What follows belongs to an exercise in optimizing a design on an open flow for small area, a short achievable clock period and few clock cycles; a production flow would make more cautious choices. In this exercise RTL edits were held to simulation tests only and were not proved equivalent to the original. Power is estimated from default activity; no workload was simulated.

**design/flow/design.v**
```verilog
package systolic_ws_pkg;
    typedef enum logic [2:0] {
        IDLE    = 3'd0,
        LOAD    = 3'd1,
        COMPUTE = 3'd2,
        DRAIN   = 3'd3,
        DONE    = 3'd4
    } state_t;
    localparam int DEF_ROWS = 4;
    localparam int DEF_COLS = 4;
    localparam int LAT      = DEF_ROWS + DEF_COLS;
    localparam int EXT_W = 64;
endpackage
import systolic_ws_pkg::*;
module pe_ws_acc #(
    parameter int D_W    = 8,
    parameter int ACC_W  = 18,
    parameter bit SIGNED = 1'b1
) (
    input  logic             clk,
    input  logic             rst,
    input  logic             w_load_i,
    input  logic [D_W-1:0]   w_i,
    output logic [D_W-1:0]   w_o,
    input  logic [D_W-1:0]   act_i,
    output logic [D_W-1:0]   act_o,
    input  logic [ACC_W-1:0] sum_i,
    output logic [ACC_W-1:0] sum_o
);
    function automatic logic [EXT_W-1:0] acc_ext(input logic [EXT_W-1:0] x,
                                                 input int unsigned      xw,
                                                 input logic            isSigned);
        logic [EXT_W-1:0] mask;
        logic [EXT_W-1:0] shifted;
        mask    = (EXT_W'(1) << xw) - EXT_W'(1);
        shifted = x >> (xw - 1);
        acc_ext = x & mask;
        if (isSigned && shifted[0]) begin
            acc_ext = acc_ext | ~mask;
        end
    endfunction
    logic [D_W-1:0]   w_q;
    logic [D_W-1:0]   act_q;
    logic [ACC_W-1:0] sum_q;
    logic [ACC_W-1:0] actExt;
    logic [ACC_W-1:0] wExt;
    assign actExt = ACC_W'(acc_ext(EXT_W'(act_i), D_W, SIGNED));
    assign wExt   = ACC_W'(acc_ext(EXT_W'(w_q), D_W, SIGNED));
    always_ff @(posedge clk or posedge rst) begin
        if (rst) begin
            w_q   <= '0;
            act_q <= '0;
            sum_q <= '0;
        end else begin
            if (w_load_i) begin
                w_q <= w_i;
            end
            act_q <= act_i;
            sum_q <= sum_i + actExt * wExt;
        end
    end
    assign w_o   = w_q;
    assign act_o = act_q;
    assign sum_o = sum_q;
endmodule
import systolic_ws_pkg::*;
module systolic_ws_stream #(
    parameter int D_W    = 8,
    parameter int ROWS   = DEF_ROWS,
    parameter int COLS   = DEF_COLS,
    parameter int ACC_W  = 18,
    parameter bit SIGNED = 1'b1
) (
    input  logic                  clk,
    input  logic                  rst,
    input  logic                  start_i,
    input  logic                  reuse_w_i,
    input  logic                  w_valid_i,
    input  logic [COLS*D_W-1:0]   w_data_i,
    output logic                  w_ready_o,
    input  logic                  a_valid_i,
    input  logic [ROWS*D_W-1:0]   a_data_i,
    input  logic                  a_last_i,
    output logic                  a_ready_o,
    output logic                  o_valid_o,
    output logic [COLS*ACC_W-1:0] o_data_o,
    output logic                  busy_o,
    output logic                  done_o
);
    localparam int LatCycles = ROWS + COLS;
    localparam int CntW      = $clog2(LatCycles + 1);
    localparam int BeatW     = $clog2(ROWS + 1);
    systolic_ws_pkg::state_t state_q, state_d;
    logic [BeatW-1:0] beatCnt_q, beatCnt_d;
    logic [CntW-1:0]  drainCnt_q, drainCnt_d;
    logic             wReady_q, aReady_q, busy_q, done_q;
    logic             wBeat, aBeat;
    logic [LatCycles-1:0]   tag_q;
    logic                   oValid_q;
    logic [COLS*ACC_W-1:0]  oData_q;
    logic [D_W-1:0]   skewOut   [ROWS];
    logic [ACC_W-1:0] deskewOut [COLS];
    logic [D_W-1:0]   actBus    [ROWS][COLS+1];
    logic [ACC_W-1:0] sumBus    [ROWS+1][COLS];
    logic [D_W-1:0]   wBus      [ROWS+1][COLS];
    logic             unusedEdge;
    assign wBeat = w_valid_i & wReady_q;
    assign aBeat = a_valid_i & aReady_q;
    always_comb begin
        state_d    = state_q;
        beatCnt_d  = beatCnt_q;
        drainCnt_d = drainCnt_q;
        unique case (state_q)
            IDLE: begin
                if (start_i) begin
                    beatCnt_d = '0;
                    state_d   = reuse_w_i ? COMPUTE : LOAD;
                end
            end
            LOAD: begin
                if (wBeat) begin
                    beatCnt_d = beatCnt_q + BeatW'(1);
                    if (beatCnt_q == BeatW'(ROWS - 1)) begin
                        state_d = COMPUTE;
                    end
                end
            end
            COMPUTE: begin
                if (aBeat && a_last_i) begin
                    drainCnt_d = '0;
                    state_d    = DRAIN;
                end
            end
            DRAIN: begin
                if (drainCnt_q == CntW'(LatCycles)) begin
                    state_d = DONE;
                end else begin
                    drainCnt_d = drainCnt_q + CntW'(1);
                end
            end
            DONE: begin
                state_d = IDLE;
            end
            default: begin
                state_d = IDLE;
            end
        endcase
    end
    always_ff @(posedge clk or posedge rst) begin
        if (rst) begin
            state_q    <= IDLE;
            beatCnt_q  <= '0;
            drainCnt_q <= '0;
            wReady_q   <= 1'b0;
            aReady_q   <= 1'b0;
            busy_q     <= 1'b0;
            done_q     <= 1'b0;
        end else begin
            state_q    <= state_d;
            beatCnt_q  <= beatCnt_d;
            drainCnt_q <= drainCnt_d;
            wReady_q   <= (state_d == LOAD);
            aReady_q   <= (state_d == COMPUTE);
            busy_q     <= (state_d != IDLE);
            done_q     <= (state_d == DONE);
        end
    end
    for (genvar r = 0; r < ROWS; r++) begin : gSkew
        logic [D_W-1:0] chain_q [0:r];
        always_ff @(posedge clk or posedge rst) begin
            if (rst) begin
                for (int k = 0; k <= r; k++) begin
                    chain_q[k] <= '0;
                end
            end else begin
                chain_q[0] <= aBeat ? a_data_i[r*D_W +: D_W] : '0;
                for (int k = 1; k <= r; k++) begin
                    chain_q[k] <= chain_q[k-1];
                end
            end
        end
        assign skewOut[r]   = chain_q[r];
        assign actBus[r][0] = skewOut[r];
    end
    for (genvar c = 0; c < COLS; c++) begin : gTopEdge
        assign sumBus[0][c] = '0;
        assign wBus[0][c]   = w_data_i[c*D_W +: D_W];
    end
    for (genvar r = 0; r < ROWS; r++) begin : gRow
        for (genvar c = 0; c < COLS; c++) begin : gCol
            pe_ws_acc #(
                .D_W    (D_W),
                .ACC_W  (ACC_W),
                .SIGNED (SIGNED)
            ) uPe (
                .clk      (clk),
                .rst      (rst),
                .w_load_i (wBeat),
                .w_i      (wBus[r][c]),
                .w_o      (wBus[r+1][c]),
                .act_i    (actBus[r][c]),
                .act_o    (actBus[r][c+1]),
                .sum_i    (sumBus[r][c]),
                .sum_o    (sumBus[r+1][c])
            );
        end
    end
    for (genvar c = 0; c < COLS; c++) begin : gDeskew
        localparam int Depth = COLS - 1 - c;
        if (Depth == 0) begin : gPass
            assign deskewOut[c] = sumBus[ROWS][c];
        end else begin : gDelay
            logic [ACC_W-1:0] chain_q [0:Depth-1];
            always_ff @(posedge clk or posedge rst) begin
                if (rst) begin
                    for (int k = 0; k < Depth; k++) begin
                        chain_q[k] <= '0;
                    end
                end else begin
                    chain_q[0] <= sumBus[ROWS][c];
                    for (int k = 1; k < Depth; k++) begin
                        chain_q[k] <= chain_q[k-1];
                    end
                end
            end
            assign deskewOut[c] = chain_q[Depth-1];
        end
    end
    always_ff @(posedge clk or posedge rst) begin
        if (rst) begin
            tag_q    <= '0;
            oValid_q <= 1'b0;
            oData_q  <= '0;
        end else begin
            tag_q    <= {tag_q[LatCycles-2:0], aBeat};
            oValid_q <= tag_q[LatCycles-1];
            for (int c = 0; c < COLS; c++) begin
                oData_q[c*ACC_W +: ACC_W] <= deskewOut[c];
            end
        end
    end
    always_comb begin
        unusedEdge = 1'b0;
        for (int r = 0; r < ROWS; r++) begin
            unusedEdge = unusedEdge ^ (^actBus[r][COLS]);
        end
        for (int c = 0; c < COLS; c++) begin
            unusedEdge = unusedEdge ^ (^wBus[ROWS][c]);
        end
    end
    assign w_ready_o = wReady_q;
    assign a_ready_o = aReady_q;
    assign busy_o    = busy_q;
    assign done_o    = done_q;
    assign o_valid_o = oValid_q;
    assign o_data_o  = oData_q;
endmodule
```
**design/flow/run.sh**
```bash
#!/bin/bash
# synth_recipe.tcl (not shown) runs the flow's synth.tcl, then flattens the netlist and writes it again
# the make line also repeats each setting of config.mk as NAME=value (left out here)
make -C /OpenROAD-flow-scripts/flow DESIGN_CONFIG=/design/flow/config.mk WORK_HOME=/design/flow/orfs CLKGATE_MAP_FILE= SYNTH_SCRIPT=/design/flow/synth_recipe.tcl finish
```
**design/flow/config.mk**
```make
export PLATFORM = sky130hd
export DESIGN_NAME = systolic_ws_stream
export DESIGN_NICKNAME = systolic_ws_stream
export VERILOG_FILES = /design/flow/design.v
export SDC_FILE = /design/flow/constraint.sdc
export NUM_CORES = 4
export LEC_CHECK = 0
export CAP_MARGIN = 20
export CORE_MARGIN = 2
export CORE_UTILIZATION = 40
export SLEW_MARGIN = 20
```
**design/flow/constraint.sdc**
```tcl
create_clock -name core_clock -period 7.0 [get_ports {clk}]
set_input_delay 1.4000 -clock core_clock [delete_from_list [all_inputs] [get_ports {clk}]]
set_output_delay 1.4000 -clock core_clock [all_outputs]
set_load 0.01 [all_outputs]
```
==> impl_results.md <==
* First-pass GRT wire length at 310 mm
* Pwr dens at 445 nW/um2
* # IOs at 148
* Main flop type after synthesis: dfrtp_1
* Final worst setup slack at 1.31 ns
* Final worst hold slack at 0.340 ns
* Antenna violations before repair at 12
* First DRT Iteration DRCs at 2418
* Yosys reg bits at 795
* DPL Wire Length at 151 mm
* Final Net Count at 11363
* WP data arrival at 6.37 ns
* Number of H-tree levels at 3
* FF/Latch Area at 19900 um2
* Non-Filler Instances at 11828
* DIE AREA at 229000 um2
* Area delta synth->final at 9.13%
* Clock latency at the later pin of the worst-skew pair at 0.77 ns
* Total routed wirelength at 180 mm
* Die width at 479 um
* Port Buffers at 147
* Largest net degree at the start of global routing at 159
* Global Route met1 Usage at 23.2%
* Status: complete, no violations
* Antenna Violating Nets Remaining at 0
* Share of power burned in registers at 20.3%
* Tightest Hold Check Type: reg2reg
* Vias per cell at 4.54
* Final hold vios at 0
* Cts hold-fix bufs at 0
* Leakage at 53.3 nW
* RSZ-0062 raised after global routing: false
* Grt met3 use at 1.97%
* Vias in the first global route at 60238
* Largest buffer count on any clock path at 3
* Residual DRC count at 0
* Net Sw Frac at 46.9%
* Pre-antenna DRT Iters at 5
* Min cycle time layout at 5.69 ns
* Setup Viol. Count Final at 0
* Finished Cell Area at 98500 um2
* Fillers at 21349
* Worst-path clk slew at 0.06 ns
* Initial core utilization at 40.2%
* Synthesized Nets at 11271
* WL/cell at 15.2 um
* Slew Limit Fails at 0
* Setup CP Type: reg2reg
* Post-synthesis sequential area ratio at 22.0%
* GR peak layer: met2
* Pre-CTS WS at 1.33 ns
* Startpoint types: flop
* Inserted Clock Buffers at 99
* Share of post-route cells with drive strength above 1 at 4.17%
* Fmax at 176 MHz
* Final Wtd Congestion at 0.872
* CTS tree: yes
* CP Max Fanout at 9
* Rel. slew slack at 26.5%
* Post-route setup TNS at 0 ns
* Final worst-path cycle share at 81.2%
* Tightest Pin Transition at 1.10 ns
* Core Region at 225000 um2
* Synth async-reset ratio at 100%
* Library cells used by synthesis at 61
* Met2 Use GR at 27.1%
* Total GRT Usage at 16.4%
* FP Rows at 174
* Number of clock sinks at 795
* Max-cap viol count at 0
* Worst Skew at 0.0517 ns
* Post-CTS Setup Bufs at 0
* Net switching power at 20.6 mW
* Worst setup EP type: flop
* Synthesized area at 90300 um2
* Post-synth EDFFs at 0
* Mapped Avg Cell Area at 10.4 um2
* Internal power at 23.3 mW
* Clock power share at 12.2%
* Clk root buf: clkbuf_16
* Post-CTS sizing at 0
* GRT overflow at 0
* Placed Area at 95000 um2
* YS warnings at 26
* Comb pwr share at 67.4%
* VDD IR max at 0.000257 V
* Die H at 479 um
* Vias at 53747
* Multi-input gate area at 60600 um2
* Placed cell count at 11637
* Cells after Synth at 8654
* CP required at 7.69 ns
## flip-flops by register name, summed over array words and instances (netlist names)
register and flops:
drainCnt_q 4, oData_q 72, aReady_q 1, gRow.gCol.uPe.sum_q 288, gRow.gCol.uPe.act_q 96, state_q 3
tag_q 8, busy_q 1, wReady_q 1, gSkew.chain_q 80, oValid_q 1, gRow.gCol.uPe.w_q 128
gDeskew.gDelay.chain_q 108, done_q 1, beatCnt_q 3
## Yosys cell counts, types with 8 or more instances
cell type / number / area [um2]
nand2b_1: 72 / 450
a21oi_2: 9 / 78.8
o31a_1: 20 / 175
a31oi_1: 20 / 125
a21oi_1: 163 / 816
nor2_1: 124 / 465
inv_1: 2436 / 9140
o21a_1: 57 / 428
o21ai_0: 82 / 410
clkbuf_1: 158 / 593
xor2_1: 129 / 1130
dfrtp_1: 795 / 19900
a221oi_2: 12 / 180
fa_1: 1474 / 29500
and2_1: 773 / 4840
and3_1: 46 / 288
mux2_2: 129 / 1450
nand2_1: 435 / 1630
o211ai_1: 10 / 75.1
nor3_1: 25 / 125
o21ai_1: 19 / 95.1
nor2b_1: 22 / 138
nand3_1: 18 / 90.1
a21o_1: 71 / 533
xnor2_1: 370 / 3240
ha_1: 1072 / 13400
buf_2: 8 / 40.0
a211oi_1: 16 / 120
## through the flow
stage          util [%]  power (mW)
4_1_cts            43.8        44.5
6_report           43.8        43.8
3_3_place_gp       42.3        38.1
2_1_floorplan         -        31.3
5_1_grt            43.8        49.4
3_5_place_dp       42.3        38.7
## power by group through the flow
stage | Combinational, mW | Sequential, mW | Clock (mW)
floorplan | 23.6 | 7.73 | 0
finish | 29.6 | 8.92 | 5.36
CTS | 30.0 | 8.95 | 5.56
global route | 34.5 | 9.21 | 5.76
detailed placement | 29.7 | 9.03 | 0
global placement | 29.1 | 8.99 | 0
## routing by layer
| metal | share of wire (%) | vias to the layer above |
|---|---|---|
| met2 | 47 | 499 |
| met3 | 2.7 | 183 |
| met4 | 2.1 | 8 |
| li1 | - | 25791 |
| met1 | 49 | 27266 |
| met5 | 0.026 | - |
## cell families (layout without fill, tap and decap cells)
family	count (synthesis)	in the layout	share of synthesized area [%]
AOI/OAI and AO/OA	528	528	3.87
other	0	15	0
buffers and inverters	2606	2773	10.8
muxes	130	130	1.62
adders and majority gates	2546	2546	47.5
xor gates and xnor gates	499	499	4.84
DFF	795	795	22.0
and+or+nand+nor	1550	1550	9.23
## layout make-up
| cell class | count | share of cell area, % |
|---|---|---|
| inverter | 2436 | 9.29 |
| multi-input combinational | 5253 | 61.5 |
| clock buffer | 124 | 2.75 |
| tap | 2992 | 3.80 |
| sequential | 795 | 20.2 |
| timing repair buffer | 161 | 1.68 |
| clock inverter | 52 | 0.744 |
| antenna | 15 | 0.0381 |
## layout by cell type, fill, tap and decap left out, drive strengths merged, types with 22 or more instances in the layout
cell type,instances
inv,2445
fa,1474
ha,1072
dfrtp,795
and2,775
nand2,435
xnor2,370
a21oi,172
clkdlybuf4s50,147
mux2,129
xor2,129
nor2,124
clkbuf,124
o21ai,107
nand2b,72
a21o,71
o21a,57
and3,46
nor3,25
nor2b,22
clkinv,22
## final timing paths
check | start | to | slack [ns] | cells after the start
setup / recovery | gRow[1].gCol[0].uPe.act_q[7] | gRow[1].gCol[1].uPe.sum_q[17] | 1.31 | 16
hold / removal | gDeskew[0].gDelay.chain_q[1][3] | gDeskew[0].gDelay.chain_q[2][3] | 0.34 | 0
setup reg to reg | gRow[1].gCol[0].uPe.act_q[7] | gRow[1].gCol[1].uPe.sum_q[17] | 1.31 | 16
hold reg to reg | gDeskew[0].gDelay.chain_q[1][3] | gDeskew[0].gDelay.chain_q[2][3] | 0.34 | 0
max in group asynchronous | rst | gRow[0].gCol[1].uPe.sum_q[12] | 4.37 | 4
min in group asynchronous | rst | gRow[2].gCol[3].uPe.sum_q[3] | 1.13 | 2
## critical path, cell delays in order (launching register included)
cell and delay (ns):
dfrtp_1 0.52, and2_1 0.29, fa_1 0.64, fa_1 0.75
fa_1 0.50, fa_1 0.52, fa_1 0.58, inv_1 0.06
fa_1 0.47, inv_1 0.04, ha_1 0.31, o21a_1 0.20
o21ai_0 0.15, a31oi_1 0.09, a21o_1 0.20, a21oi_1 0.16
xnor2_1 0.14
Testbench counts, summed over its fixed seeds: cycles 5,831.

## port drivers added, routing unchanged
In the flow no input, the clock included, has a driving cell. The finished layout below was timed again as built, in two steps.
Step 1 (the two cells are an assumption about what drives the block):
set clk [get_ports {clk}]
set_driving_cell -lib_cell sky130_fd_sc_hd__clkbuf_16 $clk
set_driving_cell -lib_cell sky130_fd_sc_hd__buf_2 [delete_from_list [all_inputs] $clk]
Step 2 adds t to the input delays and takes it off the output delays; t is the mean of the earliest and latest rising clock arrival at the registers after step 1. Input paths then give back, and output paths get back, about the clock's delay inside the block.
Slacks: no drivers / after step 1 / after step 2; pairs: no drivers / after step 1.
t (ns): 0.824
slack for setup (ns): 1.313 / 1.313 / 1.313
worst hold slack (ns): 0.340 / 0.340 / 0.340
worst setup path at the end: register to register
clock arrival spread, ns: 0.054 / 0.054
After both steps setup and hold are still met in this run. The setup slack of this run moves by 0.000 ns with the drivers and by 0.000 ns with both steps.
